Source: an optimization exercise on an open RTL-to-GDS flow (aim: small area). Production flows keep margins and buffers that such runs may drop.
RTL that was checked went through simulation tests only; none was proved equivalent to the original.
The RTL of run 1 was laid out without a check of its function.
Power and IR drop assume default switching activity.

[config.mk]
export PLATFORM = sky130hd
export DESIGN_NAME = cluster_centroid_n
export DESIGN_NICKNAME = cluster_centroid_n
export VERILOG_FILES = /design/flow/design.v
export SDC_FILE = /design/flow/constraint.sdc
export NUM_CORES = 4
export LEC_CHECK = 0
export CAP_MARGIN = 20
export CORE_MARGIN = 2
export CORE_UTILIZATION = 75
export CTS_CLUSTER_DIAMETER = 100
export CTS_CLUSTER_SIZE = 24
export GPL_TIMING_DRIVEN = 0
export SLEW_MARGIN = 20
[constraint.sdc]
create_clock -name core_clock -period 8.0 [get_ports {clk}]
set_input_delay 1.6000 -clock core_clock [delete_from_list [all_inputs] [get_ports {clk}]]
set_output_delay 1.6000 -clock core_clock [all_outputs]
set_load 0.01 [all_outputs]
[design.v]
module cluster_centroid_n #(
  parameter int IMG_WIDTH    = 640,
  parameter int IMG_HEIGHT   = 480,
  parameter int NUM_CLUSTERS = 3,
  parameter int COLOR_W      = 12,
  parameter int DIST_THRESH  = 64,
  parameter int MIN_COUNT    = 4,
  localparam int XW = $clog2(IMG_WIDTH),
  localparam int YW = $clog2(IMG_HEIGHT),
  localparam int IW = (NUM_CLUSTERS > 1) ? $clog2(NUM_CLUSTERS) : 1
) (
  input  logic                         clk,
  input  logic                         rst,
  input  logic signed [COLOR_W-1:0]    pixel_r,
  input  logic signed [COLOR_W-1:0]    pixel_g,
  input  logic signed [COLOR_W-1:0]    pixel_b,
  input  logic                         pixel_valid,
  input  logic [XW-1:0]                x,
  input  logic [YW-1:0]                y,
  input  logic                         ref_wr_en,
  input  logic [IW-1:0]                ref_wr_idx,
  input  logic signed [COLOR_W-1:0]    ref_wr_r,
  input  logic signed [COLOR_W-1:0]    ref_wr_g,
  input  logic signed [COLOR_W-1:0]    ref_wr_b,
  output logic [NUM_CLUSTERS*XW-1:0]   centroid_x,
  output logic [NUM_CLUSTERS*YW-1:0]   centroid_y,
  output logic [NUM_CLUSTERS-1:0]      found,
  output logic                         frame_done,
  output logic                         busy,
  output logic                         overrun
);
  localparam int CW    = $clog2(IMG_WIDTH * IMG_HEIGHT + 1);
  localparam int SUM_W = $clog2(IMG_WIDTH * IMG_WIDTH * IMG_HEIGHT);
  localparam int SW    = $clog2(2 * NUM_CLUSTERS + 1);
  localparam int BW    = $clog2(SUM_W);
  localparam int NDIV  = 2 * NUM_CLUSTERS;
  localparam int CH_W  = NDIV * SUM_W;            
  localparam logic [SW-1:0] LOAD_SEL = SW'(NDIV);
  localparam logic [BW-1:0] LAST_BIT = BW'(SUM_W - 1);
  function automatic logic [7:0] chan_dist(
    input logic [COLOR_W-1:0] a,
    input logic [COLOR_W-1:0] b
  );
    logic [6:0] u;
    logic [5:0] xu;
    logic c, cx, x0, x1, xm1, hz, hm;
    c = 1'b0;
    for (int i = 0; i < 7; i++) begin
      logic ai;
      ai = ~a[i];
      u[i] = ai ^ b[i] ^ c;
      c = (ai & b[i]) | (ai & c) | (b[i] & c);
    end
    cx = 1'b0;
    for (int i = 0; i < 6; i++) begin
      logic ai, bi;
      ai = ~a[i > 4 ? COLOR_W-1 : 7 + i];
      bi = b[i > 4 ? COLOR_W-1 : 7 + i];
      xu[i] = ai ^ bi ^ cx;
      cx = (ai & bi) | (ai & cx) | (bi & cx);
    end
    x0  = xu == '1;
    x1  = xu == 6'b111110;
    xm1 = xu == '0;
    hz  = c ? x1 : x0;    
    hm  = c ? x0 : xm1;   
    chan_dist = {(hz && (u[6] || u[5:0] == '1)) || (hm && !u[6]), ~u[6], u[5:0] ^ {6{u[6]}}};
  endfunction
  logic signed [COLOR_W-1:0] r_ref_r [NUM_CLUSTERS];
  logic signed [COLOR_W-1:0] r_ref_g [NUM_CLUSTERS];
  logic signed [COLOR_W-1:0] r_ref_b [NUM_CLUSTERS];
  logic [7:0]              w_d  [NUM_CLUSTERS];
  logic [NUM_CLUSTERS-1:0] w_in;
  logic [NUM_CLUSTERS-1:0] w_cls;
  logic [NUM_CLUSTERS-1:0] r_hit;
  logic                    r_eof, r_s2_eof;
  logic [XW-1:0]           r_x;
  logic [YW-1:0]           r_y;
  localparam int SCW = $clog2(NDIV * SUM_W + 3);
  logic             w_frz;
  logic [CW-1:0]    r_cnt [NUM_CLUSTERS];
  logic [SCW-1:0]   r_scnt [NUM_CLUSTERS];
  logic [SCW-1:0]   w_fin_scnt [NUM_CLUSTERS];
  logic [SUM_W-1:0] r_sx  [NUM_CLUSTERS];
  logic [SUM_W-1:0] r_sy  [NUM_CLUSTERS];
  logic [CW-1:0]    w_fin_cnt [NUM_CLUSTERS];
  logic [SUM_W-1:0] w_fin_sx  [NUM_CLUSTERS];
  logic [SUM_W-1:0] w_fin_sy  [NUM_CLUSTERS];
  logic [CH_W:0]    r_ch;
  logic [CH_W-1:0]  w_ch_load;
  logic             r_busy;
  logic [SW-1:0]    r_sel;
  logic [BW-1:0]    r_bit;
  logic [CW-1:0]    r_rem;
  logic             w_load, w_div, w_last, w_idle_nx, w_snap, w_ge;
  logic [CW-1:0]    w_divisor;
  logic [CW:0]      w_rem_sh;
  logic [CW-1:0]    w_rem_nx;
  logic [NUM_CLUSTERS*XW-1:0] r_centroid_x;
  logic [NUM_CLUSTERS*YW-1:0] r_centroid_y;
  logic [NUM_CLUSTERS-1:0]    r_found;
  logic                       r_frame_done, r_overrun;
  always_ff @(posedge clk) begin
    for (int k = 0; k < NUM_CLUSTERS; k++) begin
      logic ld, hold;
      ld   = ref_wr_en && ref_wr_idx == IW'(k) && !rst;
      hold = !ld && !rst;
      r_ref_r[k] <= (ref_wr_r & {COLOR_W{ld}}) | (r_ref_r[k] & {COLOR_W{hold}})
                  | (COLOR_W'(50  + 450 * k) & {COLOR_W{rst}});
      r_ref_g[k] <= (ref_wr_g & {COLOR_W{ld}}) | (r_ref_g[k] & {COLOR_W{hold}})
                  | (COLOR_W'(100 + 450 * k) & {COLOR_W{rst}});
      r_ref_b[k] <= (ref_wr_b & {COLOR_W{ld}}) | (r_ref_b[k] & {COLOR_W{hold}})
                  | (COLOR_W'(150 + 450 * k) & {COLOR_W{rst}});
    end
  end
  always_comb begin
    for (int k = 0; k < NUM_CLUSTERS; k++) begin
      logic [7:0] dr, dg, db;
      dr = chan_dist(pixel_r, r_ref_r[k]);
      dg = chan_dist(pixel_g, r_ref_g[k]);
      db = chan_dist(pixel_b, r_ref_b[k]);
      w_d[k]  = 8'(dr[5:0]) + 8'(dg[5:0]) + 8'(db[5:0]) + 8'(dr[6]) + 8'(dg[6]) + 8'(db[6]);
      w_in[k] = dr[7] && dg[7] && db[7] && w_d[k] <= 8'(DIST_THRESH);
    end
  end
  always_comb begin
    logic le01, le02, le12;
    le01 = w_d[0][6:0] <= w_d[1][6:0];
    le02 = w_d[0][6:0] <= w_d[2][6:0];
    le12 = w_d[1][6:0] <= w_d[2][6:0];
    w_cls[0] = w_in[0] && (!w_in[1] || le01) && (!w_in[2] || le02);
    w_cls[1] = w_in[1] && !(w_in[0] && le01) && (!w_in[2] || le12);
    w_cls[2] = w_in[2] && !(w_in[0] && le02) && !(w_in[1] && le12);
  end
  always_ff @(posedge clk) begin
    r_hit    <= (rst || !pixel_valid) ? '0 : w_cls;
    r_eof    <= !rst && pixel_valid && x == XW'(IMG_WIDTH - 1) && y == YW'(IMG_HEIGHT - 1);
    r_s2_eof <= !rst && r_eof;
    r_x      <= x;
    r_y      <= y;
  end
  function automatic logic [SUM_W-1:0] acc_add(
    input logic [SUM_W-1:0] acc,
    input logic [XW-1:0]    v
  );
    logic [SUM_W-1:0] r;
    logic c, c_lo;
    c = 1'b0;
    for (int i = 0; i < XW; i++) begin
      r[i] = acc[i] ^ v[i] ^ c;
      c = (acc[i] & v[i]) | (acc[i] & c) | (v[i] & c);
    end
    c_lo = c;
    for (int i = XW; i < SUM_W; i++) begin
      if (i == (XW + SUM_W) / 2) c = c_lo & (&acc[(XW + SUM_W) / 2 - 1:XW]);
      r[i] = acc[i] ^ c;
      if (i != (XW + SUM_W) / 2 - 1) c = acc[i] & c;
    end
    acc_add = r;
  endfunction
  always_comb begin
    for (int k = 0; k < NUM_CLUSTERS; k++) begin
      logic c;
      c = r_hit[k] && !w_frz;
      for (int i = 0; i < CW; i++) begin
        w_fin_cnt[k][i] = r_cnt[k][i] ^ c;
        c = r_cnt[k][i] & c;
      end
      c = r_hit[k] && w_frz;
      for (int i = 0; i < SCW; i++) begin
        w_fin_scnt[k][i] = r_scnt[k][i] ^ c;
        c = r_scnt[k][i] & c;
      end
      w_fin_sx[k] = acc_add(r_sx[k], r_hit[k] ? r_x : '0);
      w_fin_sy[k] = acc_add(r_sy[k], r_hit[k] ? XW'(r_y) : '0);
    end
  end
  always_ff @(posedge clk) begin
    for (int k = 0; k < NUM_CLUSTERS; k++) begin
      if (rst || r_eof) begin
        r_sx[k]  <= '0;
        r_sy[k]  <= '0;
      end else begin
        r_sx[k]  <= w_fin_sx[k];
        r_sy[k]  <= w_fin_sy[k];
      end
      if (rst)         r_cnt[k] <= '0;
      else if (w_load) r_cnt[k] <= CW'(w_fin_scnt[k]);
      else             r_cnt[k] <= w_fin_cnt[k];
      if (rst || r_eof || w_load) r_scnt[k] <= '0;
      else                        r_scnt[k] <= w_fin_scnt[k];
    end
  end
  assign w_frz = r_busy || r_s2_eof;
  assign w_load    = r_busy && r_sel == LOAD_SEL;
  assign w_div     = r_busy && !w_load;
  assign w_last    = r_bit == LAST_BIT;
  assign w_idle_nx = (!r_busy && !r_s2_eof) || w_load;
  assign w_snap    = r_eof && w_idle_nx;
  always_comb begin
    for (int k = 0; k < NUM_CLUSTERS; k++) begin
      w_ch_load[CH_W - (2*k+1)*SUM_W +: SUM_W] = w_fin_sx[k];
      w_ch_load[CH_W - (2*k+2)*SUM_W +: SUM_W] = w_fin_sy[k];
    end
  end
  always_comb begin
    logic [CW:0] nd, diff, d0, d1;
    logic c, c0, c1;
    w_divisor = r_cnt[r_sel[SW-1] ? NUM_CLUSTERS-1 : int'(r_sel[SW-2])];
    w_rem_sh  = {r_rem, r_ch[CH_W]};
    nd = ~{1'b0, w_divisor};
    c  = 1'b1;
    for (int i = 0; i < CW/2; i++) begin
      diff[i] = w_rem_sh[i] ^ nd[i] ^ c;
      c = (w_rem_sh[i] & nd[i]) | (w_rem_sh[i] & c) | (nd[i] & c);
    end
    c0 = 1'b0;
    c1 = 1'b1;
    for (int i = CW/2; i <= CW; i++) begin
      d0[i] = w_rem_sh[i] ^ nd[i] ^ c0;
      c0 = (w_rem_sh[i] & nd[i]) | (w_rem_sh[i] & c0) | (nd[i] & c0);
      d1[i] = w_rem_sh[i] ^ nd[i] ^ c1;
      c1 = (w_rem_sh[i] & nd[i]) | (w_rem_sh[i] & c1) | (nd[i] & c1);
    end
    for (int i = CW/2; i <= CW; i++) diff[i] = c ? d1[i] : d0[i];
    d0[CW/2-1:0] = '0;
    d1[CW/2-1:0] = '0;
    w_ge     = c ? c1 : c0;
    w_rem_nx = w_ge ? diff[CW-1:0] : w_rem_sh[CW-1:0];
  end
  always_ff @(posedge clk) begin
    r_ch[CH_W] <= r_ch[CH_W-1];
    if (w_snap) r_ch[CH_W-1:0] <= w_ch_load;
    else        r_ch[CH_W-1:0] <= {r_ch[CH_W-2:0], w_ge};
    r_rem <= (!w_div || w_last) ? '0 : w_rem_nx;
  end
  always_ff @(posedge clk) begin
    if (rst) begin
      r_busy       <= 1'b0;
      r_sel        <= '0;
      r_bit        <= '0;
      r_frame_done <= 1'b0;
      r_overrun    <= 1'b0;
      r_found      <= '0;
      r_centroid_x <= '0;
      r_centroid_y <= '0;
    end else begin
      r_frame_done <= w_load;
      if (r_s2_eof && r_busy) r_overrun <= 1'b1;
      if (!r_busy) begin
        if (r_s2_eof) begin
          r_busy <= 1'b1;
          r_sel  <= '0;
          r_bit  <= '0;
        end
      end else if (w_load) begin
        r_busy <= 1'b0;
        for (int k = 0; k < NUM_CLUSTERS; k++) begin
          r_found[k] <= r_cnt[k] >= CW'(MIN_COUNT);
          if (r_cnt[k] >= CW'(MIN_COUNT)) begin
            r_centroid_x[k*XW +: XW] <= r_ch[CH_W - (2*k+1)*SUM_W +: XW];
            r_centroid_y[k*YW +: YW] <= r_ch[CH_W - (2*k+2)*SUM_W +: YW];
          end
        end
      end else if (w_last) begin
        r_bit <= '0;
        r_sel <= r_sel + SW'(1);
      end else begin
        r_bit <= r_bit + BW'(1);
      end
    end
  end
  assign centroid_x = r_centroid_x;
  assign centroid_y = r_centroid_y;
  assign found      = r_found;
  assign frame_done = r_frame_done;
  assign busy       = r_busy;
  assign overrun    = r_overrun;
endmodule
[flow/run.sh]
#!/bin/bash
# The standard synthesis; then two rewrites of the gate netlist that keep
# its function and its registers: each 2:1 multiplexer cell becomes the
# smaller AND-OR cell of the same function (muxopt.py), and each full adder is
# set in the polarity that needs the fewest inverters (polopt.py); then the standard flow's
# standard layout, with the smallest buffer on the ports and power recovery
# (downsizing gates off the critical paths) after global routing.
# Every tool writes its full output to a log file in this folder.
set -euo pipefail
export BUFFER_PORTS_ARGS="-buffer_cell sky130_fd_sc_hd__buf_1"
export RECOVER_POWER=100
R="$PWD/orfs/results/${FLOW_PLATFORM}/cluster_centroid_n/base"
bash standard.sh "$R/1_2_yosys.v" > flow_synth.log 2>&1
cp "$R/1_2_yosys.v" "$R/1_2_yosys.std.v"
python3 flow/muxopt.py "$R/1_2_yosys.std.v" "$R/1_2_yosys.mux.v" > flow_muxopt.log 2>&1
python3 flow/polopt.py "$R/1_2_yosys.mux.v" "$R/1_2_yosys.pol.v" > flow_polopt.log 2>&1
mv "$R/1_2_yosys.pol.v" "$R/1_2_yosys.v"
bash standard.sh > flow_make.log 2>&1
[flow/muxopt.py]
#!/usr/bin/env python3
"""Rewrite a flat gate netlist (Yosys write_verilog of sky130hd cells): each
2:1 multiplexer cell becomes an AND-OR cell of the same function, which is
smaller: mux2 (X = S ? A1 : A0) -> a22o (X = S&A1 | ~S&A0), mux2i -> a22oi.
One inverter per select net gives ~S."""
import re, sys

src = open(sys.argv[1]).read()
out_path = sys.argv[2]
m = re.search(r'^module\s+(\S+)\s*\((.*?)\);', src, re.S | re.M)
body_start = m.end()
end_idx = src.rindex('endmodule')
header = src[:body_start]
body = src[body_start:end_idx]
decl_re = re.compile(r'^\s*(input|output|wire|inout)\b[^;]*;', re.M)
cell_re = re.compile(r'^\s*(sky130_fd_sc_hd__\w+)\s+(\S+)\s*\((.*?)\);', re.S | re.M)
pin_re = re.compile(r'\.(\w+)\(\s*(.*?)\s*\)\s*(?:,|$)', re.S)
decls = [d.group(0) for d in decl_re.finditer(body)]
cells = []
for c in cell_re.finditer(body):
    pins = [(p, n.strip()) for p, n in pin_re.findall(c.group(3) + ',')]
    cells.append([c.group(1), c.group(2), pins])
rest = cell_re.sub('', decl_re.sub('', body)).strip()
if rest:
    sys.exit('unexpected netlist content: ' + rest[:200])

def net(n):
    return n + (' ' if n.startswith('\\') else '')

nsel = {}
new_decls, new_cells, lines = [], [], []
count = 0
for t, n, pins in cells:
    mm = re.match(r'sky130_fd_sc_hd__(mux2i?)_\d+$', t)
    if mm:
        d = dict(pins)
        s = d['S']
        if s.startswith("1'"):
            mm = None
    if mm:
        if s not in nsel:
            k = len(nsel) + 1
            nsel[s] = f'_muxopt_nsel{k}_'
            new_decls.append(f'  wire {nsel[s]};')
            new_cells.append(f'  sky130_fd_sc_hd__inv_1 _muxopt_inv{k}_ (\n    .A({net(s)}),\n    .Y({nsel[s]})\n  );')
        inv = mm.group(1) == 'mux2i'
        newt = 'sky130_fd_sc_hd__a22oi_1' if inv else 'sky130_fd_sc_hd__a22o_1'
        outp = 'Y' if inv else 'X'
        lines.append(f'  {newt} {n} (\n    .A1({net(s)}),\n    .A2({net(d["A1"])}),\n    .B1({nsel[s]}),\n    .B2({net(d["A0"])}),\n    .{outp}({net(d[outp])})\n  );')
        count += 1
        continue
    ps = [f'    .{p}({net(x)})' for p, x in pins]
    lines.append(f'  {t} {n} (\n' + ',\n'.join(ps) + '\n  );')
print(f'multiplexers rewritten: {count}, select inverters: {len(nsel)}', file=sys.stderr)
with open(out_path, 'w') as f:
    f.write(header + '\n' + '\n'.join(decls) + '\n' + '\n'.join(new_decls) + '\n' + '\n'.join(lines) + '\n' + '\n'.join(new_cells) + '\nendmodule\n')
[flow/polopt.py]
#!/usr/bin/env python3
"""Rewrite a flat gate netlist (Yosys write_verilog of sky130hd cells) so that full
adders take whichever polarity needs the fewest inverters. A full adder is
self-dual: FA(~a,~b,~c) = (~sum, ~cout). Inverters are removed, each full adder
gets a polarity flag, and one shared inverter is put back for every net whose
complement some pin then needs."""
import re, sys, collections

src = open(sys.argv[1]).read()
out_path = sys.argv[2]

m = re.search(r'^module\s+(\S+)\s*\((.*?)\);', src, re.S | re.M)
body_start = m.end()
end_idx = src.rindex('endmodule')
header = src[:body_start]
body = src[body_start:end_idx]

decl_re = re.compile(r'^\s*(input|output|wire|inout)\b[^;]*;', re.M)
cell_re = re.compile(r'^\s*(sky130_fd_sc_hd__\w+)\s+(\S+)\s*\((.*?)\);', re.S | re.M)
pin_re = re.compile(r'\.(\w+)\(\s*(.*?)\s*\)\s*(?:,|$)', re.S)

decls = [d.group(0) for d in decl_re.finditer(body)]
ports = set()
for d in decls:
    mm = re.match(r'\s*(input|output|inout)\s*(\[[^\]]*\])?\s*(\S+?)\s*;', d)
    if mm:
        ports.add(mm.group(3))
cells = []
for c in cell_re.finditer(body):
    pins = [(p, n.strip()) for p, n in pin_re.findall(c.group(3) + ',')]
    cells.append([c.group(1), c.group(2), pins])
rest = cell_re.sub('', decl_re.sub('', body)).strip()
if rest:
    sys.exit('unexpected netlist content: ' + rest[:200])

OUTP = {'X', 'Y', 'Q', 'Q_N', 'SUM', 'COUT', 'HI', 'LO'}
def base_port(net):
    n = net.lstrip('\\').split('[')[0].strip()
    return n
def is_port_net(net):
    return base_port(net) in ports

is_inv = lambda t: re.match(r'sky130_fd_sc_hd__(inv|clkinv)_\d+$', t) is not None
is_fa = lambda t: re.match(r'sky130_fd_sc_hd__fa_\d+$', t) is not None
# xor2/xnor2 take an inverted input by swapping one for the other (same area)
is_x = lambda t: re.match(r'sky130_fd_sc_hd__x(n?)or2_\d+$', t) is not None

driver = {}
for i, (t, n, pins) in enumerate(cells):
    for p, net in pins:
        if p in OUTP:
            driver[net] = (i, p)

# Inverters we can dissolve: output not a port net.
dissolve = set()
for i, (t, n, pins) in enumerate(cells):
    if is_inv(t):
        y = dict(pins)['Y']
        if not is_port_net(y) and not y.startswith("1'"):
            dissolve.add(i)

def root(net):
    """(root net, parity) following dissolved inverters."""
    par = 0
    seen = 0
    while net in driver and driver[net][0] in dissolve:
        net = dict(cells[driver[net][0]][2])['A']
        par ^= 1
        seen += 1
        if seen > 100: break
    return net, par

# Pins of kept cells, as literals
uses = []   # (cell index, pin, root, parity)
for i, (t, n, pins) in enumerate(cells):
    if i in dissolve: continue
    for p, net in pins:
        if p in OUTP: continue
        if net.startswith("1'") or net == '':
            continue
        r, par = root(net)
        uses.append((i, p, r, par))
# Port nets driven by dissolved inverters never happen (excluded). Output port nets
# read as themselves.

fa_cells = [i for i, c in enumerate(cells) if is_fa(c[0]) and i not in dissolve]
flip = collections.defaultdict(int)
# FAs driving a port net are not flipped
noflip = set()
for i in fa_cells:
    for p, net in cells[i][2]:
        if p in OUTP and is_port_net(net): noflip.add(i)

def drv_flip(r):
    d = driver.get(r)
    return flip[d[0]] if d else 0

uses_by_root = collections.defaultdict(list)
uses_by_cell = collections.defaultdict(list)
for u in uses:
    uses_by_root[u[2]].append(u)
    uses_by_cell[u[0]].append(u)

def need(u):
    i, p, r, par = u
    return par ^ flip[i] * is_fa(cells[i][0]) ^ drv_flip(r)

def root_cost(r):
    return 1 if any(need(u) and not is_x(cells[u[0]][0]) for u in uses_by_root[r]) else 0

def cost_all():
    return sum(root_cost(r) for r in uses_by_root)

before = sum(1 for i in dissolve)
cur = cost_all()
print('inverters before', before, 'after dissolving, needed', cur, file=sys.stderr)
improved = True
it = 0
while improved and it < 50:
    improved = False
    it += 1
    for i in fa_cells:
        if i in noflip: continue
        roots = set(u[2] for u in uses_by_cell[i])
        outs = [net for p, net in cells[i][2] if p in OUTP]
        roots |= set(outs)
        old = sum(root_cost(r) for r in roots)
        flip[i] ^= 1
        new = sum(root_cost(r) for r in roots)
        if new < old:
            improved = True
        else:
            flip[i] ^= 1
print('inverters needed after flipping', cost_all(), 'flipped', sum(flip[i] for i in fa_cells), file=sys.stderr)

# Emit
inv_net = {}
new_decls = []
new_cells = []
k = 0
for r in uses_by_root:
    if root_cost(r):
        k += 1
        nn = f'_polinv{k}_'
        inv_net[r] = nn
        new_decls.append(f'  wire {nn};')
        new_cells.append(f'  sky130_fd_sc_hd__inv_1 _polinv_cell{k}_ (\n    .A({r}' + (' ' if r.startswith('\\') else '') + f'),\n    .Y({nn})\n  );')
use_map = {}
xpar = collections.defaultdict(int)
for u in uses:
    if is_x(cells[u[0]][0]):
        use_map[(u[0], u[1])] = u[2]
        xpar[u[0]] ^= need(u)
    else:
        use_map[(u[0], u[1])] = inv_net[u[2]] if need(u) else u[2]
for i, par in xpar.items():
    if par:
        t = cells[i][0]
        if '__xor2_' in t:
            cells[i][0] = t.replace('__xor2_', '__xnor2_')
            cells[i][2] = [('Y' if p == 'X' else p, x) for p, x in cells[i][2]]
        else:
            cells[i][0] = t.replace('__xnor2_', '__xor2_')
            cells[i][2] = [('X' if p == 'Y' else p, x) for p, x in cells[i][2]]
lines = []
for i, (t, n, pins) in enumerate(cells):
    if i in dissolve: continue
    ps = []
    for p, net in pins:
        if p not in OUTP and (i, p) in use_map:
            net = use_map[(i, p)]
        ps.append(f'    .{p}({net}' + (' ' if net.startswith('\\') else '') + ')')
    lines.append(f'  {t} {n} (\n' + ',\n'.join(ps) + '\n  );')
with open(out_path, 'w') as f:
    f.write(header + '\n' + '\n'.join(decls) + '\n' + '\n'.join(new_decls) + '\n' + '\n'.join(lines) + '\n' + '\n'.join(new_cells) + '\nendmodule\n')
[standard.sh]
#!/bin/bash
# synth_recipe.tcl (not shown) runs the flow's synth.tcl, then flattens the netlist and writes it again
# the make line also repeats each setting of config.mk as NAME=value (left out here)
make -C /OpenROAD-flow-scripts/flow DESIGN_CONFIG=/design/flow/config.mk WORK_HOME=/design/flow/orfs CLKGATE_MAP_FILE= SYNTH_SCRIPT=/design/flow/synth_recipe.tcl "${@:-finish}"
==> summary.txt, run 1 <==
Status
  – Status: failed layout checks
  – Layout check faults: capacitance limit, slew limit

Synth
  – Synth Instances: around 2.7k
  – Synthesized area per cell: 10.9 um^2
  – Synth Warn #: 13
  – Synthesized Nets: about 3.2k
  – Synthesized area: ~0.03 mm^2

Cells and area
  – # diodes: 0
  – Register Area: 0.0128 mm^2
  – Layout Utilization: 0.815
  – Fill cells: 2,386
  – Final cell count without fillers: 3,406
  – Layout cells sized above 1: 0.0284
  – Synth-to-Final Area Change: 7.06%
  – Cell area after layout: 0.0316 mm^2
  – Multi-input gate area in the final layout: 0.0157 mm^2
  – Nets: 3,422

Detailed routing
  – First drt pass iteration count: 8
  – Drt via density: 6.33
  – WL/cell: 21.7 um
  – Drt drc: 0
  – Post-DRT Antenna Nets: 0
  – Via count: 21.6k
  – Total wire length: roughly 74,000 um
  – Drt initial violations: 1,921

Critical path
  – Maximum fanout along the worst path: 10
  – CP startpoint: pixel_g[0]
  – CP max-delay cell: fa_1
  – Setup CP Type: primary input to register
  – Critical path required time: 8.54 ns
  – Crit path arrival time: 8.35 ns
  – CP max stage delay: approximately 0.45 ns
  – Crit Reg-Reg Startpoint: r_sel[2]
  – CP Capture Type: register
  – CP most frequent cell: fa_1
  – Critical Path Start Type: primary input

Global routing
  – Overall routing resource usage: 0.363
  – Antenna violations before repair: 1
  – Largest net degree at the start of global routing: 25
  – Global-route wire length before repair: approximately 120,000 um
  – Met3 usage in global routing: 0.0619
  – Routing usage on met2: 0.604
  – Met1 capacity usage during global routing: 0.480
  – GRT busiest layer: met2
  – Remaining Overflow, GRT: 0
  – Vias in the first global route: 22.0k

Clock network
  – Clock buffer count from CTS: 30
  – CTS tree: done
  – Reg clk slew, reported paths: 0.10 ns
  – Max H-tree Level: 1
  – Clock buffer depth: 3
  – Sink Count: 640
  – Root buffer cell: clkbuf_16
  – Clock network latency to the later pin of the worst-skew pair: 0.62 ns

Placement
  – DP HPWL: 56,200 um
  – GP Congestion: 0.974
  – Port Buffers: 158
  – Dpl cells: between 3k and 4k
  – Placed cell areas: 0.0307 mm^2

Die
  – CORE AREA: around 0.039 mm^2
  – Row count: 72
  – Die Width: 202 um
  – Initial core utilization: 0.761
  – # IOs: 160
  – Die Y: 202 um
  – Full die area: 0.0409 mm^2

STA
  – Count of pins over their slew limit: 9
  – Final Skew: about 0.019 ns
  – Peak Freq: about 0.13 GHz
  – Worst-margin pin slew: around 1.6 ns
  – Clock period minus worst slack: 7.81 ns
  – Fin. Hold Viols: 0
  – Setup violations, final: 0
  – Final Cycle Share: 0.976
  – RSZ-0062 raised after global routing: true
  – Slew headroom: -0.0563

Min path
  – Min-delay src: r_ch[167]
  – Worst Hold Class: register to register

Power
  – Worst ir drop on vdd: 0.439 mV
  – Static leakage power: approximately 14 nW
  – Power Density: 270 mW/mm^2

Flow run
  – Max-Cap Viols: 1
==> through the flow <==
stage	TNS, ns	power, W	setup slack (ns)	hold WS (ns)
2_1_floorplan	0	0.00591	0.155	0.310
3_3_place_gp	-1.53	0.00665	-0.588	0.318
3_5_place_dp	-1.88	0.00678	-0.714	0.318
4_1_cts	0	0.00843	0.0755	0.338
5_1_grt	-0.0254	0.00911	-0.0254	0.351
6_report	0	0.00852	0.195	0.338
==> area by class of cell <==
type,count,area share
tap,518,0.0205
buffer,110,0.0143
multi-input combinational,1794,0.497
sequential,640,0.406
timing repair buffer,162,0.0197
inverter,150,0.0178
clock buffer,31,0.0246
clock inverter,1,0.000278
==> cells in the final DEF (no fill, tap or decap), types with 20 or more instances in the layout <==
cell type  count
dfxtp_1      640
ha_1         270
a22o_1       216
and2_1       167
fa_1         165
buf_1        158
nor2_1       151
inv_1        150
nand2_1      120
and2_0        97
clkbuf_1      94
a22oi_1       79
a21oi_1       67
o21ai_0       59
xnor2_1       57
nand4_1       44
o22a_1        36
xor2_1        34
clkbuf_16     31
nor3_1        21
nor2b_1       20
==> final timing paths <==
kind,to,slack [ns],depth (start not counted)
setup reg to reg,r_ch[0],0.41,23
hold / removal,r_ch[168],0.34,0
setup / recovery,r_hit[1],0.19,26
hold reg to reg,r_ch[168],0.34,0
==> critical path: cells and delay by family <==
| family | cells | cell delay [ns] |
|---|---|---|
| compound gates | 7 | 1.29 |
| xor+xnor | 2 | 0.52 |
| fa+ha+maj | 11 | 3.97 |
| buf+inv | 4 | 0.53 |
| simple gates | 2 | 0.42 |
==> per-layer routing <==
| metal | routed length [um] | up-vias |
|---|---|---|
| met5 | 13 | - |
| met4 | 2720 | 2 |
| met3 | 6650 | 189 |
| met2 | 34600 | 1034 |
| met1 | 30100 | 10560 |
| li1 | - | 9792 |
==> timing repair <==
| action | CTS | global route |
|---|---|---|
| gates resized for setup | 1 | 11 |
| setup buffers | 0 | 4 |
| pin swaps | 0 | 3 |
| hold buffers | 0 | 0 |
| setup endpoints to repair | 2 | 3 |
==> power by group <==
| part | switching [W] | internal, W | total (W) |
|---|---|---|---|
| Sequential | 0.0000234 | 0.00321 | 0.00323 |
| Combinational | 0.00210 | 0.00151 | 0.00361 |
| Clock | 0.000984 | 0.000691 | 0.00168 |
| Total | 0.00311 | 0.00541 | 0.00852 |
==> flip-flops by register name, summed over array words and instances, names as in the netlist <==
signal	flops
r_ch	169
r_sx	84
r_sy	84
r_cnt	57
r_ref_b	36
r_ref_g	36
r_ref_r	36
r_centroid_x	30
r_centroid_y	27
r_scnt	24
r_rem	19
r_x	10
r_y	9
r_bit	5
r_found	3
r_hit	3
r_sel	3
r_busy	1
r_eof	1
r_frame_done	1
r_overrun	1
r_s2_eof	1
==> inputs of run 2 (changes only) <==
--- a/design.v
+++ b/design.v
@@ -226,13 +226,14 @@
     d0[CW/2-1:0] = '0;
     d1[CW/2-1:0] = '0;
     w_ge     = c ? c1 : c0;
-    w_rem_nx = w_ge ? diff[CW-1:0] : w_rem_sh[CW-1:0];
+    w_rem_nx = (diff[CW-1:0] & {CW{w_ge && w_div && !w_last}})
+             | (w_rem_sh[CW-1:0] & {CW{!w_ge && w_div && !w_last}});
   end
   always_ff @(posedge clk) begin
     r_ch[CH_W] <= r_ch[CH_W-1];
     if (w_snap) r_ch[CH_W-1:0] <= w_ch_load;
     else        r_ch[CH_W-1:0] <= {r_ch[CH_W-2:0], w_ge};
-    r_rem <= (!w_div || w_last) ? '0 : w_rem_nx;
+    r_rem <= w_rem_nx;
   end
   always_ff @(posedge clk) begin
     if (rst) begin
--- a/config.mk
+++ b/config.mk
@@ -5,10 +5,10 @@
 export SDC_FILE = /design/flow/constraint.sdc
 export NUM_CORES = 4
 export LEC_CHECK = 0
-export CAP_MARGIN = 20
+export CAP_MARGIN = 30
 export CORE_MARGIN = 2
 export CORE_UTILIZATION = 75
 export CTS_CLUSTER_DIAMETER = 100
 export CTS_CLUSTER_SIZE = 24
 export GPL_TIMING_DRIVEN = 0
-export SLEW_MARGIN = 20
+export SLEW_MARGIN = 30
==> run 2 against run 1 <==
Against the previous run: the run now finishes clean; combinational power down 1%; largest cell class unchanged; non-clock buffer count down 1; worst hold slack better by 0.015 ns; clock skew up 0.0021 ns; power down 0.38%; synthesized cell count up 0.67%; synthesized area down 0.22%; sequential share of layout area about the same; register-to-register slack worse by 0.06 ns; critical path depth down 4.
==> summary.txt, run 2 <==
Status
  – Status: no timing/DRC/antenna violations

STA
  – Setup violations, final: 0 (unchanged)
  – Worst-margin pin slew: 1.39 ns (-0.183 ns)
  – Count of pins over their slew limit: 0 (-9)
  – Clock period minus worst slack: 7.82 ns (+0.0187 ns)
  – Worst setup margin: 0.176 ns (-0.0187 ns)
  – Final Skew: 0.0213 ns (+0.00207 ns)
  – Fin. Hold Viols: 0 (unchanged)
  – WHS: 0.353 ns (+0.0148 ns)
  – Final Cycle Share: 0.978 (+0.00234)
  – Slew headroom: 0.0706 (+0.127)
  – Peak Freq: 0.128 GHz (-0.24%)

Cells and area
  – Max FFs per register: 169 (unchanged)
  – Most common cell after layout, fill and taps aside: dfxtp_1
  – Nets: 3,439 (+0.50%)
  – Final cell count without fillers: 3,424 (+0.53%)
  – Top flop regs: r_ch x169, r_sx x84, r_sy x84
  – Layout cells sized above 1: 0.0275 (-0.000855)
  – Largest Register: r_ch
  – Synth-to-Final Area Change: 7.20%
  – Most frequent cells in the layout: 640 x dfxtp_1, 270 x ha_1, 216 x a22o_1

Die
  – Die Y: 202 um (-0.11%)
  – Initial core utilization: 0.761 (about the same)
  – CORE AREA: 0.0386 mm^2 (-0.23%)
  – Die Width: 202 um (-0.11%)
  – # IOs: 160 (unchanged)
  – Full die area: 0.0408 mm^2 (-0.21%)
  – Row count: 72 (unchanged)

Clock network
  – Clock buffer depth: 3 (unchanged)
  – Max H-tree Level: 1 (unchanged)
  – Root buffer cell: clkbuf_16
  – Clock network latency to the later pin of the worst-skew pair: 0.62 ns (about the same)
  – CTS tree: done
  – Reg clk slew, reported paths: 0.09 ns (about the same)
  – Clock buffer count from CTS: 30 (unchanged)
  – Sink Count: 640 (unchanged)

Global routing
  – Largest net degree at the start of global routing: 25 (unchanged)
  – Antenna violations before repair: 1 (unchanged)
  – Vias in the first global route: 21.6k (-1.8%)
  – Global-route wire length before repair: 114,000 um (-2.5%)
  – Overall routing resource usage: 0.353 (-0.00967)
  – Remaining Overflow, GRT: 0 (unchanged)

Detailed routing
  – Drt initial violations: 1,573 (-18%)
  – Via count: 21.1k (-2.1%)
  – Drt drc: 0 (unchanged)
  – Drt via density: 6.17 (-2.6%)
  – Total wire length: 71,300 um (-3.6%)
  – WL/cell: 20.8 um (-4.1%)
  – Post-DRT Antenna Nets: 0 (unchanged)
  – First drt pass iteration count: 5 (-3)

Critical path
  – CP max-delay cell: fa_2
  – Critical Path Start Type: primary input
  – R2R setup slack: 0.35 ns (-0.06 ns)
  – Critical path required time: 8.50 ns (-0.04 ns)
  – Maximum fanout along the worst path: 9 (-1)
  – Cell Chain, Critical Path: buf_1 > inv_1 > ha_1 > fa_1 > fa_1 > fa_1 > fa_1 > fa_1 > inv_1 > fa_2 > xnor2_2 > fa_1 > ha_1 > ha_1 > a211oi_1 > o21bai_1 > a21oi_1 > xnor2_1 > or4_1 > a221oi_2 > o21ai_0 > and4_1
  – CP Capture Type: register
  – CP max stage delay: 0.57 ns (+0.12 ns)
  – Crit path arrival time: 8.32 ns (-0.03 ns)
  – Setup CP Type: primary input to register
  – CP most frequent cell: fa_1

Min path
  – Worst Hold Class: register to register

Placement
  – DP Worst Slack: -0.737 ns (-0.0234 ns)
  – Dpl cells: 3,392 (+0.53%)
  – GP Congestion: 0.948 (-2.7%)
  – DP HPWL: 54,600 um (-2.7%)
  – Port Buffers: 158 (unchanged)

Synth
  – Synthesized area: 0.0294 mm^2 (-0.22%)
  – Synthesized area per cell: 10.8 um^2 (-0.88%)
  – Synth Warn #: 13 (unchanged)
  – Synth Instances: 2,716 (+0.67%)
  – Synthesized Nets: 3,250 (+0.56%)

Power
  – Power Density: 269 mW/mm^2 (-0.29%)
  – Static leakage power: 13.9 nW (+0.89%)
  – Total power: 0.00848 W (-0.38%)
  – Worst ir drop on vdd: 0.277 mV (-37%)

Flow run
  – Max-Cap Viols: 0 (-1)
==> run 2: layout make-up <==
type | instances | area [um^2]
multi-input cells | 1799 | 15600
flip-flops and latches | 640 | 12800
fillers | 2401 | 7120
clock buffers | 31 | 776
well taps | 518 | 648
repair buffers | 162 | 623
inverters | 163 | 612
plain buffers | 109 | 450
clock inverters | 1 | 8.76
diodes | 1 | 2.50
==> run 2: final timing paths <==
| path | start | end | cells past startpoint |
|---|---|---|---|
| worst max-delay path | pixel_b[0] | r_hit[1] | 22 |
| worst min-delay path | r_ch[167] | r_ch[168] | 0 |
| worst max register to register | r_sel[1] | r_rem[11] | 24 |
| worst min register to register | r_ch[167] | r_ch[168] | 0 |
==> run 2: where the power goes <==
group / leakage (nW) / internal, W / switching (W)
registers: 5.17 / 0.00322 / 0.0000230
logic: 8.34 / 0.00153 / 0.00204
clock network: 0.387 / 0.000692 / 0.000988
==> run 2: through the flow <==
step / instance area (um^2) / TNS, ns / utilization
after floorplan: 29400 / 0 / -
after global placement: 30700 / -1.72 / 0.793
after detailed placement: 30700 / -2.06 / 0.794
after CTS: 31500 / 0 / 0.815
after global routing: 31500 / -0.00691 / 0.816
final: 31500 / 0 / 0.816
==> run 2: routing by layer <==
| layer | vias up | wire length, um | track usage |
|---|---|---|---|
| met1 | 10444 | 29900 | 0.481 |
| li1 | 9765 | - | - |
| met5 | - | 0 | 0 |
| met3 | 146 | 5000 | 0.0429 |
| met2 | 773 | 33700 | 0.590 |
| met4 | 0 | 2720 | 0.119 |
==> run 2: what timing repair did <==
action,CTS,global route
pin swaps,1,2
gates cloned,0,0
buffers inserted,2,2
resized for setup,3,17
setup endpoints to repair,3,3
hold buffers,0,0
==> run 2: worst max-delay path: cells and delay by family <==
kind	cells	cell delay, ns
AND/OR/NAND/NOR	2	0.81
adder cells (fa/ha/maj)	10	3.88
XOR/XNOR	2	0.40
buffers and inverters	3	0.37
AO/OA/AOI/OAI	5	1.24
==> inputs of run 3 (changes only) <==
--- a/config.mk
+++ b/config.mk
@@ -7,8 +7,9 @@
 export LEC_CHECK = 0
 export CAP_MARGIN = 30
 export CORE_MARGIN = 2
-export CORE_UTILIZATION = 75
-export CTS_CLUSTER_DIAMETER = 100
-export CTS_CLUSTER_SIZE = 24
+export CORE_UTILIZATION = 70
+export CTS_CLUSTER_DIAMETER = 90
+export CTS_CLUSTER_SIZE = 26
 export GPL_TIMING_DRIVEN = 0
+export PLACE_DENSITY = 0.8
 export SLEW_MARGIN = 30
==> run 3 against run 2 <==
Against the previous run: flip-flop and latch count stayed put; cell count grew 0.58%; sequential power is essentially flat; via count is 1.3% lower; still clean; largest cell class unchanged; critical endpoint is now r_hit[2].
==> summary.txt, run 3 <==
STA
  – Peak Freq: 0.129 GHz (+0.73%)
  – Worst setup margin: 0.233 ns (+0.0571 ns)
  – Setup violations, final: 0 (unchanged)
  – Count of pins over their slew limit: 0 (unchanged)
  – WHS: 0.340 ns (-0.0124 ns)
  – Clock period minus worst slack: 7.77 ns (-0.0571 ns)
  – RSZ-0062 raised after global routing: false
  – Fin. Hold Viols: 0 (unchanged)
  – Setup TNS: 0 ns (unchanged)
  – Worst-margin pin slew: 1.37 ns (-0.0177 ns)
  – Slew headroom: 0.0788 (+0.00817)
  – Final Skew: 0.0307 ns (+0.00940 ns)
  – Final Cycle Share: 0.971 (-0.00713)

Global routing
  – Vias in the first global route: 21.2k (-1.9%)
  – Overall routing resource usage: 0.321 (-0.0323)
  – Antenna violations before repair: 0 (-1)
  – Remaining Overflow, GRT: 0 (unchanged)
  – Global-route wire length before repair: 111,000 um (-2.3%)
  – Largest net degree at the start of global routing: 27 (+8.0%)

Cells and area
  – Largest Register: r_ch
  – Layout cells sized above 1: 0.0241 (-0.00344)
  – Max FFs per register: 169 (unchanged)
  – Nets: 3,435 (-0.12%)
  – # diodes: 0 (-1)
  – Cell area after layout: 0.0315 mm^2 (about the same)
  – Synth-to-Final Area Change: 7.13% (about the same)
  – Most common cell after layout, fill and taps aside: dfxtp_1
  – Top flop regs: r_ch x169, r_sx x84, r_sy x84
  – Most frequent cells in the layout: 640 x dfxtp_1, 270 x ha_1, 216 x a22o_1

Detailed routing
  – WL/cell: 20.3 um (-2.8%)
  – Post-DRT Antenna Nets: 0 (unchanged)
  – Drt drc: 0 (unchanged)
  – Drt via density: 6.05 (-1.9%)
  – Drt initial violations: 1,399 (-11%)
  – Total wire length: 69,700 um (-2.2%)
  – Via count: 20.9k (-1.3%)
  – First drt pass iteration count: 5 (unchanged)

Die
  – # IOs: 160 (unchanged)
  – Initial core utilization: 0.706 (-0.0551)
  – CORE AREA: 0.0417 mm^2 (+7.8%)
  – Die Y: 209 um (+3.4%)
  – Row count: 75 (+4.2%)
  – Die Width: 209 um (+3.4%)
  – Full die area: 0.0437 mm^2 (+7.0%)

Critical path
  – Critical Path Start Type: primary input
  – CP startpoint: pixel_b[0]
  – Maximum fanout along the worst path: 9 (unchanged)
  – Setup CP Type: primary input to register
  – Crit path arrival time: 8.27 ns (-0.05 ns)
  – Crit Reg-Reg Startpoint: r_sel[2]
  – Critical path required time: 8.50 ns (about the same)
  – CP Capture Type: register

Power
  – Gate power share: 0.408 (-0.012)
  – NetSw: 0.00298 W (-2.3%)
  – Clock power frac: 0.201 (+0.003)
  – Sw Ratio: 0.359 (about the same)
  – Static leakage power: 13.9 nW (-0.13%)
  – Total power: 0.00829 W (-2.2%)
  – Worst ir drop on vdd: 0.275 mV (-0.63%)
  – Reg power frac: 0.391 (+0.009)
  – Power Density: 263 mW/mm^2 (-2.2%)
  – P_int: 0.00532 W (-2.2%)

Clock network
  – CTS tree: done
  – Setup bufs post-CTS: 0 (-2)
  – Hold_buf cts: 0 (unchanged)
  – Reg clk slew, reported paths: 0.10 ns (about the same)
  – Root buffer cell: clkbuf_16
  – Max H-tree Level: 1 (unchanged)
  – Clock buffer depth: 3 (unchanged)
  – Clock buffer count from CTS: 29 (-3.3%)
  – Clock network latency to the later pin of the worst-skew pair: 0.61 ns (about the same)
  – Sink Count: 640 (unchanged)

Synth
  – Synthesized area per cell: 10.8 um^2 (unchanged)
  – Synthesized area: 0.0294 mm^2 (unchanged)
  – Synth Warn #: 13 (unchanged)
  – Synth Instances: 2,716 (unchanged)
  – Synthesized Nets: 3,250 (unchanged)

Flow run
  – Max-Cap Viols: 0 (unchanged)

Placement
  – GP Congestion: 0.916 (-3.4%)
  – Port Buffers: 158 (unchanged)
  – DP Worst Slack: -1.06 ns (-0.324 ns)
  – DP HPWL: 54,300 um (-0.64%)
  – Placed cell areas: 0.0307 mm^2 (about the same)

Min path
  – Worst Hold Class: register to register
  – Min-delay src: r_ch[167]

Status
  – Status: no timing/DRC/antenna violations
[run 3: stage by stage]
step	std cells	util
after floorplan	2716	-
after global placement	3413	0.736
after detailed placement	3413	0.737
after CTS	3448	0.756
after global routing	3444	0.756
final	3444	0.756
[run 3: final timing paths]
path,cells after the start,to,slack [ns]
worst min register to register,0,r_ch[168],0.34
worst min-delay path,0,r_ch[168],0.34
worst max-delay path,26,r_hit[2],0.23
worst max register to register,23,r_rem[8],0.55
[run 3: routing by layer]
| layer | up-vias | part of all wire | track usage |
|---|---|---|---|
| met5 | - | 0 | 0 |
| met3 | 131 | 0.060 | 0.0398 |
| li1 | 9766 | - | - |
| met2 | 691 | 0.47 | 0.541 |
| met4 | 0 | 0.032 | 0.0943 |
| met1 | 10262 | 0.44 | 0.438 |
[run 3: area by class of cell]
class                      count  area, um^2
clock buffer                  30         739
buffer                       110         447
tap                          539         674
sequential                   640       12800
inverter                     163         612
multi-input combinational   1799       15600
clock inverter                 5        53.8
fill                        3016       10200
timing repair buffer         158         593
[run 3: worst max-delay path: stages]
cell and delay (ns):
buf_1 0.17, inv_1 0.13, ha_1 0.23, fa_1 0.40, fa_1 0.40, fa_1 0.39
fa_1 0.40, fa_1 0.40, inv_1 0.08, fa_1 0.40, buf_2 0.25, xnor2_4 0.21
fa_1 0.44, ha_1 0.35, ha_1 0.31, a21o_1 0.15, a21oi_1 0.22, o21bai_1 0.09
a21oi_1 0.30, xor2_1 0.28, ha_1 0.30, nand4_1 0.10, o22ai_1 0.09, nor2_1 0.15
nor2b_1 0.08, a2111oi_1 0.35
[run 3: power by group through the flow]
| stage | Clock [W] | Sequential [W] | Combinational [W] |
|---|---|---|---|
| 2_1_floorplan | 0 | 0.00331 | 0.00249 |
| 3_3_place_gp | 0 | 0.00331 | 0.00314 |
| 3_5_place_dp | 0 | 0.00331 | 0.00325 |
| 4_1_cts | 0.00169 | 0.00324 | 0.00330 |
| 5_1_grt | 0.00179 | 0.00325 | 0.00385 |
| 6_report | 0.00167 | 0.00324 | 0.00338 |
[run 3: timing repair]
action | 4_1_cts | 5_1_grt
gates resized for setup | 5 | 9
endpoints found under the setup margin | 3 | 8
pin swaps | 0 | 1
==> inputs of run 4 (changes only) <==
--- a/config.mk
+++ b/config.mk
@@ -11,5 +11,4 @@
 export CTS_CLUSTER_DIAMETER = 90
 export CTS_CLUSTER_SIZE = 26
 export GPL_TIMING_DRIVEN = 0
-export PLACE_DENSITY = 0.8
 export SLEW_MARGIN = 30
==> run 4 against run 3 <==
Against the previous run: sequential power barely moved; still clean; largest power group unchanged; wire length is 0.35% higher; highest routed layer unchanged; critical path depth did not move; via count fell by 0.93%; cell count is essentially flat; register-to-register slack got worse by 0.04 ns.
==> summary.txt, run 4 <==
Detailed routing
  – Drt via density: 6.00 (-0.90%)
  – First drt pass iteration count: 5 (unchanged)
  – Drt initial violations: 1,536 (+9.8%)
  – Via count: 20.7k (-0.93%)
  – WL/cell: 20.3 um (+0.38%)
  – Post-DRT Antenna Nets: 0 (unchanged)
  – Drt drc: 0 (unchanged)
  – Total wire length: 70,000 um (+0.35%)

Power
  – Static leakage power: 13.9 nW (about the same)
  – Power Density: 268 mW/mm^2 (+1.8%)
  – Worst ir drop on vdd: 0.455 mV (+65%)
  – Total power: 0.00845 W (+1.9%)

Global routing
  – Vias in the first global route: 20.9k (-1.7%)
  – Overall routing resource usage: 0.323 (+0.00247)
  – Global-route wire length before repair: 111,000 um (-0.35%)
  – Remaining Overflow, GRT: 0 (unchanged)
  – Largest net degree at the start of global routing: 27 (unchanged)
  – Antenna violations before repair: 1 (+1)

Cells and area
  – Largest Register: r_ch
  – Top flop regs: r_ch x169, r_sx x84, r_sy x84
  – Layout cells sized above 1: 0.0262 (+0.00207)
  – Final cell count without fillers: 3,443 (-0.029%)
  – # diodes: 0 (unchanged)
  – Synth-to-Final Area Change: 7.25%
  – Nets: 3,436 (+0.029%)
  – Fill cells: 2,892 (-4.1%)
  – Most frequent cells in the layout: 640 x dfxtp_1, 270 x ha_1, 216 x a22o_1
  – Max FFs per register: 169 (unchanged)
  – Most common cell after layout, fill and taps aside: dfxtp_1

STA
  – Slew headroom: 0.0931 (+0.0144)
  – WHS: 0.337 ns (-0.00352 ns)
  – Clock period minus worst slack: 7.76 ns (-0.00541 ns)
  – Worst-margin pin slew: 1.35 ns (-0.0214 ns)
  – Setup TNS: 0 ns (unchanged)
  – Setup violations, final: 0 (unchanged)
  – Fin. Hold Viols: 0 (unchanged)
  – Count of pins over their slew limit: 0 (unchanged)
  – Final Cycle Share: 0.970 (about the same)
  – Peak Freq: 0.129 GHz (about the same)
  – Final Skew: 0.0157 ns (-0.0150 ns)
  – Worst setup margin: 0.239 ns (+0.00541 ns)

Critical path
  – CP Capture Type: register
  – Crit path arrival time: 8.25 ns (-0.02 ns)
  – Critical Path Start Type: primary input
  – Worst setup endpoint: r_hit[2]
  – R2R setup slack: 0.51 ns (-0.04 ns)
  – Critical path required time: 8.48 ns (-0.02 ns)
  – Maximum fanout along the worst path: 9 (unchanged)
  – Reg2reg end: r_rem[14]
  – R2r worst-path depth: 23 (unchanged)
  – Setup CP Type: primary input to register
  – Crit Reg-Reg Startpoint: r_sel[2]
  – CP startpoint: pixel_b[0]

Placement
  – DP HPWL: 54,000 um (-0.43%)
  – DP Worst Slack: -1.04 ns (+0.0189 ns)
  – GP Congestion: 0.923 (+0.81%)
  – Port Buffers: 158 (unchanged)
  – Dpl cells: 3,413 (unchanged)

Clock network
  – Clock buffer depth: 3 (unchanged)
  – Root buffer cell: clkbuf_16
  – Clock buffer count from CTS: 29 (unchanged)
  – Reg clk slew, reported paths: 0.10 ns (about the same)
  – Clock network latency to the later pin of the worst-skew pair: 0.61 ns (about the same)
  – Hold_buf cts: 0 (unchanged)
  – Max H-tree Level: 1 (unchanged)
  – Sink Count: 640 (unchanged)
  – CTS tree: done

Synth
  – Synth Instances: 2,716 (unchanged)
  – Synthesized area per cell: 10.8 um^2 (unchanged)
  – Synthesized area: 0.0294 mm^2 (unchanged)
  – Synth Warn #: 13 (unchanged)
  – Synthesized Nets: 3,250 (unchanged)

Die
  – Initial core utilization: 0.706 (unchanged)
  – Full die area: 0.0437 mm^2 (unchanged)
  – # IOs: 160 (unchanged)
  – Die Width: 209 um (unchanged)
  – CORE AREA: 0.0417 mm^2 (unchanged)
  – Die Y: 209 um (unchanged)
  – Row count: 75 (unchanged)

Status
  – Status: no timing/DRC/antenna violations

Flow run
  – Max-Cap Viols: 0 (unchanged)

Min path
  – Worst Hold Class: register to register
-- run 4: cell types whose count changed in the layout (fill, tap and decap cells not counted), sizes merged --
cell	delta
clkinvlp	-1
-- run 4: area by class of cell --
cell class,instances,area (um^2),share of cell area
Multi-Input combinational cell,1799,15600,0.495
Sequential cell,640,12800,0.406
Clock buffer,29,726,0.0230
Tap cell,539,674,0.0214
Inverter,163,612,0.0194
Timing Repair Buffer,159,601,0.0190
Buffer,110,453,0.0144
Clock inverter,4,45.0,0.00143
-- run 4: report_power, final --
| part | internal [W] | switching [W] |
|---|---|---|
| clock network | 0.000662 | 0.000996 |
| registers | 0.00322 | 0.0000234 |
| logic | 0.00147 | 0.00208 |
| total | 0.00535 | 0.00310 |
-- run 4: what timing repair did --
action	CTS	global route
gates resized for setup	8	13
hold endpoints to repair	0	0
pin swaps	1	1
endpoints found under the setup margin	3	12
buffers inserted	0	1
-- run 4: worst max-delay path: stages --
cell	delay [ns]
buf_1	0.17
inv_1	0.12
ha_1	0.23
fa_1	0.38
fa_1	0.39
fa_1	0.39
fa_1	0.41
fa_1	0.37
inv_1	0.08
fa_1	0.39
buf_2	0.23
xnor2_2	0.24
fa_1	0.45
ha_1	0.36
fa_1	0.49
a211oi_1	0.25
o21bai_1	0.10
a21oi_1	0.17
xnor2_1	0.19
inv_1	0.13
ha_1	0.30
nand3_1	0.08
o22ai_1	0.06
nor2_1	0.18
nor2b_1	0.08
a2111oi_2	0.39
-- run 4: worst min path at each step --
| stage | from | depth (start not counted) | slack, ns | to |
|---|---|---|---|---|
| after floorplan | r_ch[167] | 0 | 0.31 | r_ch[168] |
| after global placement | r_ch[167] | 0 | 0.32 | r_ch[168] |
| after detailed placement | r_ch[167] | 0 | 0.31 | r_ch[168] |
| after CTS | r_ch[167] | 0 | 0.34 | r_ch[168] |
| after global routing | r_ch[167] | 0 | 0.34 | r_ch[168] |
| final | r_ch[167] | 0 | 0.34 | r_ch[168] |
-- run 4: per-layer routing --
layer | global-route usage | part of all wire
met5 | 0 | 0
met4 | 0.116 | 0.040
met3 | 0.0470 | 0.061
met2 | 0.536 | 0.47
met1 | 0.435 | 0.43
-- run 4: stage by stage --
stage                      util  area, um^2
after floorplan               -       29400
after global placement    0.736       30700
after detailed placement  0.737       30700
after CTS                 0.756       31500
after global routing      0.757       31500
final                     0.757       31500
==> inputs of run 5 (changes only) <==
--- a/config.mk
+++ b/config.mk
@@ -5,10 +5,10 @@
 export SDC_FILE = /design/flow/constraint.sdc
 export NUM_CORES = 4
 export LEC_CHECK = 0
-export CAP_MARGIN = 30
+export CAP_MARGIN = 40
 export CORE_MARGIN = 2
 export CORE_UTILIZATION = 70
 export CTS_CLUSTER_DIAMETER = 90
 export CTS_CLUSTER_SIZE = 26
 export GPL_TIMING_DRIVEN = 0
-export SLEW_MARGIN = 30
+export SLEW_MARGIN = 40
==> run 5 against run 4 <==
Against the previous run: still clean; combinational power hardly changed; via count is 0.43% higher; critical path depth unchanged; power rose by 0.73%; synthesized area unchanged; flip-flop and latch count did not move; wire length hardly changed; worst hold slack hardly changed; sequential share of layout area is 0.055 points lower; critical endpoint unchanged.
==> summary.txt, run 5 <==
Status
  – Status: no timing/DRC/antenna violations

STA
  – Fin. Hold Viols: 0 (unchanged)
  – Worst-margin pin slew: 1.29 ns (-0.0618 ns)
  – Peak Freq: 0.129 GHz (about the same)
  – Clock period minus worst slack: 7.76 ns (-0.00136 ns)
  – Count of pins over their slew limit: 0 (unchanged)
  – Final Skew: 0.0200 ns (+0.00427 ns)
  – Final Cycle Share: 0.970 (about the same)
  – Setup violations, final: 0 (unchanged)
  – WHS: 0.337 ns (+0.000170 ns)
  – RSZ-0062 raised after global routing: true
  – Slew headroom: 0.135 (+0.0415)

Detailed routing
  – First drt pass iteration count: 5 (unchanged)
  – Drt initial violations: 1,550 (+0.91%)
  – Drt drc: 0 (unchanged)
  – Via count: 20.7k (+0.43%)
  – Drt via density: 6.02 (+0.34%)
  – WL/cell: 20.3 um (-0.16%)
  – Total wire length: 69,900 um (about the same)
  – Post-DRT Antenna Nets: 0 (unchanged)

Power
  – Static leakage power: 13.9 nW (+0.18%)
  – Power Density: 269 mW/mm^2 (+0.60%)
  – Worst ir drop on vdd: 0.428 mV (-6.0%)

Min path
  – Worst Hold Class: register to register
  – Min-delay src: r_ch[167]
  – Worst Hold Path EP: r_ch[168]
  – WHS Path Cells: 0 (unchanged)

Global routing
  – Largest net degree at the start of global routing: 27 (unchanged)
  – Overall routing resource usage: 0.323 (about the same)
  – Antenna violations before repair: 0 (-1)
  – Global-route wire length before repair: 112,000 um (+0.47%)
  – Remaining Overflow, GRT: 0 (unchanged)
  – Vias in the first global route: 20.9k (-0.062%)

Die
  – Die Y: 209 um (unchanged)
  – Row count: 75 (unchanged)
  – Initial core utilization: 0.706 (unchanged)
  – Die Width: 209 um (unchanged)
  – CORE AREA: 0.0417 mm^2 (unchanged)
  – Full die area: 0.0437 mm^2 (unchanged)
  – # IOs: 160 (unchanged)

Critical path
  – CP Capture Type: register
  – R2R setup slack: 0.39 ns (-0.12 ns)
  – Bufs and invs on worst path: 4 (-1)
  – Critical path's top delay family: adder cells
  – Critical Path Start Type: primary input
  – Critical path required time: 8.48 ns (about the same)
  – CP most frequent cell: fa_1
  – R2r worst-path depth: 23 (unchanged)
  – Crit Reg-Reg Startpoint: r_sel[2]
  – CP max stage delay: 0.56 ns (+0.07 ns)
  – Reg2reg end: r_rem[14]
  – Maximum fanout along the worst path: 9 (unchanged)
  – Setup CP Type: primary input to register
  – CP max-delay cell: fa_2
  – Crit path arrival time: 8.24 ns (about the same)

Cells and area
  – Synth-to-Final Area Change: 7.39%
  – Nets: 3,437 (+0.029%)
  – # diodes: 0 (unchanged)
  – Most frequent cells in the layout: 640 x dfxtp_1, 270 x ha_1, 216 x a22o_1
  – Top flop regs: r_ch x169, r_sx x84, r_sy x84
  – Max FFs per register: 169 (unchanged)
  – Final cell count without fillers: 3,446 (+0.087%)
  – Most common cell after layout, fill and taps aside: dfxtp_1
  – Largest Register: r_ch
  – Layout Utilization: 0.758 (+0.00102)
  – Layout cells sized above 1: 0.0268 (+0.000661)

Clock network
  – Clock network latency to the later pin of the worst-skew pair: 0.60 ns (about the same)
  – Hold_buf cts: 0 (unchanged)
  – Sink Count: 640 (unchanged)
  – CTS tree: done
  – Reg clk slew, reported paths: 0.10 ns (about the same)
  – Root buffer cell: clkbuf_16
  – Clock buffer depth: 3 (unchanged)
  – Clock buffer count from CTS: 29 (unchanged)
  – Max H-tree Level: 1 (unchanged)

Placement
  – Port Buffers: 158 (unchanged)
  – DP HPWL: 54,000 um (about the same)
  – GP Congestion: 0.923 (unchanged)
  – Dpl cells: 3,413 (unchanged)

Flow run
  – Max-Cap Viols: 0 (unchanged)

Synth
  – Synth Warn #: 13 (unchanged)
  – Synth Instances: 2,716 (unchanged)
  – Synthesized area: 0.0294 mm^2 (unchanged)
  – Synthesized area per cell: 10.8 um^2 (unchanged)
  – Synthesized Nets: 3,250 (unchanged)
run 5: changes by cell type in the layout (fill, tap and decap cells not counted), sizes merged:
cell    change
buf         +2
bufinv      +1
clkbuf      +1
clkinv      -1
run 5: what timing repair did:
| action | in CTS | in global routing |
|---|---|---|
| buffers inserted | 0 | 2 |
| pin swaps | 1 | 1 |
| resized for setup | 6 | 15 |
| setup endpoints to repair | 3 | 12 |
run 5: area by class of cell:
class | count | area (um^2)
multi-input combinational | 1799 | 15600
sequential | 640 | 12800
fill | 2877 | 10100
clock buffer | 31 | 743
tap | 539 | 674
inverter | 163 | 612
timing repair buffer | 160 | 608
buffer | 110 | 454
clock inverter | 4 | 63.8
run 5: worst max-delay path by stage:
stage / start / endpoint / slack, ns / cells past startpoint
finish: pixel_b[0] / r_hit[2] / 0.24 / 26
global route: pixel_b[0] / r_hit[2] / -0.08 / 26
CTS: pixel_b[0] / r_hit[0] / 0.02 / 23
detailed placement: pixel_b[0] / r_hit[2] / -1.06 / 27
global placement: pixel_b[0] / r_hit[2] / -0.94 / 27
floorplan: pixel_r[0] / r_hit[2] / 0.30 / 25
run 5: worst reg2reg max path: cells and delay by family, from the launching register on:
family	cells	cell delay [ns]
adder cells (fa/ha/maj)	9	3.62
buffers and inverters	6	1.86
AND/OR/NAND/NOR	2	0.42
AO/OA/AOI/OAI	6	1.24
flip-flops	1	0.33
run 5: power breakdown:
| part | switching, W | total, W | internal, W |
|---|---|---|---|
| combinational | 0.00209 | 0.00357 | 0.00148 |
| clock | 0.000993 | 0.00170 | 0.000704 |
| sequential | 0.0000233 | 0.00324 | 0.00322 |
| total | 0.00311 | 0.00851 | 0.00540 |
run 5: layer usage:
metal  vias to the layer above  part of all wire  GRT usage
li1                       9770                 -          -
met1                     10187              0.44      0.446
met2                       664              0.47      0.539
met3                       124             0.057     0.0319
met4                         0             0.035      0.110
met5                         -                 0          0
run 5: per-stage QoR:
step	total power, W	setup slack (ns)	cell area (um^2)	TNS (ns)
2_1_floorplan	0.00579	0.301	29400	0
3_5_place_dp	0.00666	-1.06	30700	-2.58
6_report	0.00851	0.240	31600	0
5_1_grt	0.00911	-0.0795	31600	-0.235
4_1_cts	0.00838	0.0164	31500	0
3_3_place_gp	0.00653	-0.941	30700	-2.27

## static timing again, ports no longer ideal
How much do the figures lean on ideal ports? The routed layouts below were timed once more, with nothing changed but the port constraints. Step 1 assumes that a clkbuf_16 drives the clock port and a buf_2 every other input. Step 2 adds t to the input delays and takes it off the output delays; t is the mean of the earliest and latest rising clock arrival at the registers after step 1. Input paths then give back, and output paths get back, about the clock's delay inside the block. Three values: no drivers, after step 1, after step 2; two values: the first two.
run	shift t [ns]	setup slack, ns	hold WS [ns]	latest minus earliest clock arrival (ns)	worst data-port slew with drivers (ns)
run 1	0.663	0.195 / 0.223 / -0.440	0.338 / 0.338 / 0.338	0.025 / 0.025	0.10
run 2	0.665	0.176 / 0.197 / -0.468	0.353 / 0.353 / 0.353	0.023 / 0.022	0.08
run 3	0.653	0.233 / 0.265 / -0.388	0.340 / 0.340 / 0.340	0.033 / 0.033	0.05
run 4	0.657	0.239 / 0.274 / -0.382	0.337 / 0.337 / 0.337	0.019 / 0.019	0.04
run 5	0.653	0.240 / 0.277 / -0.376	0.337 / 0.337 / 0.337	0.023 / 0.022	0.04
The setup slack of run 2, which loses most, moves by +0.021 ns with the drivers and by -0.644 ns with both steps.
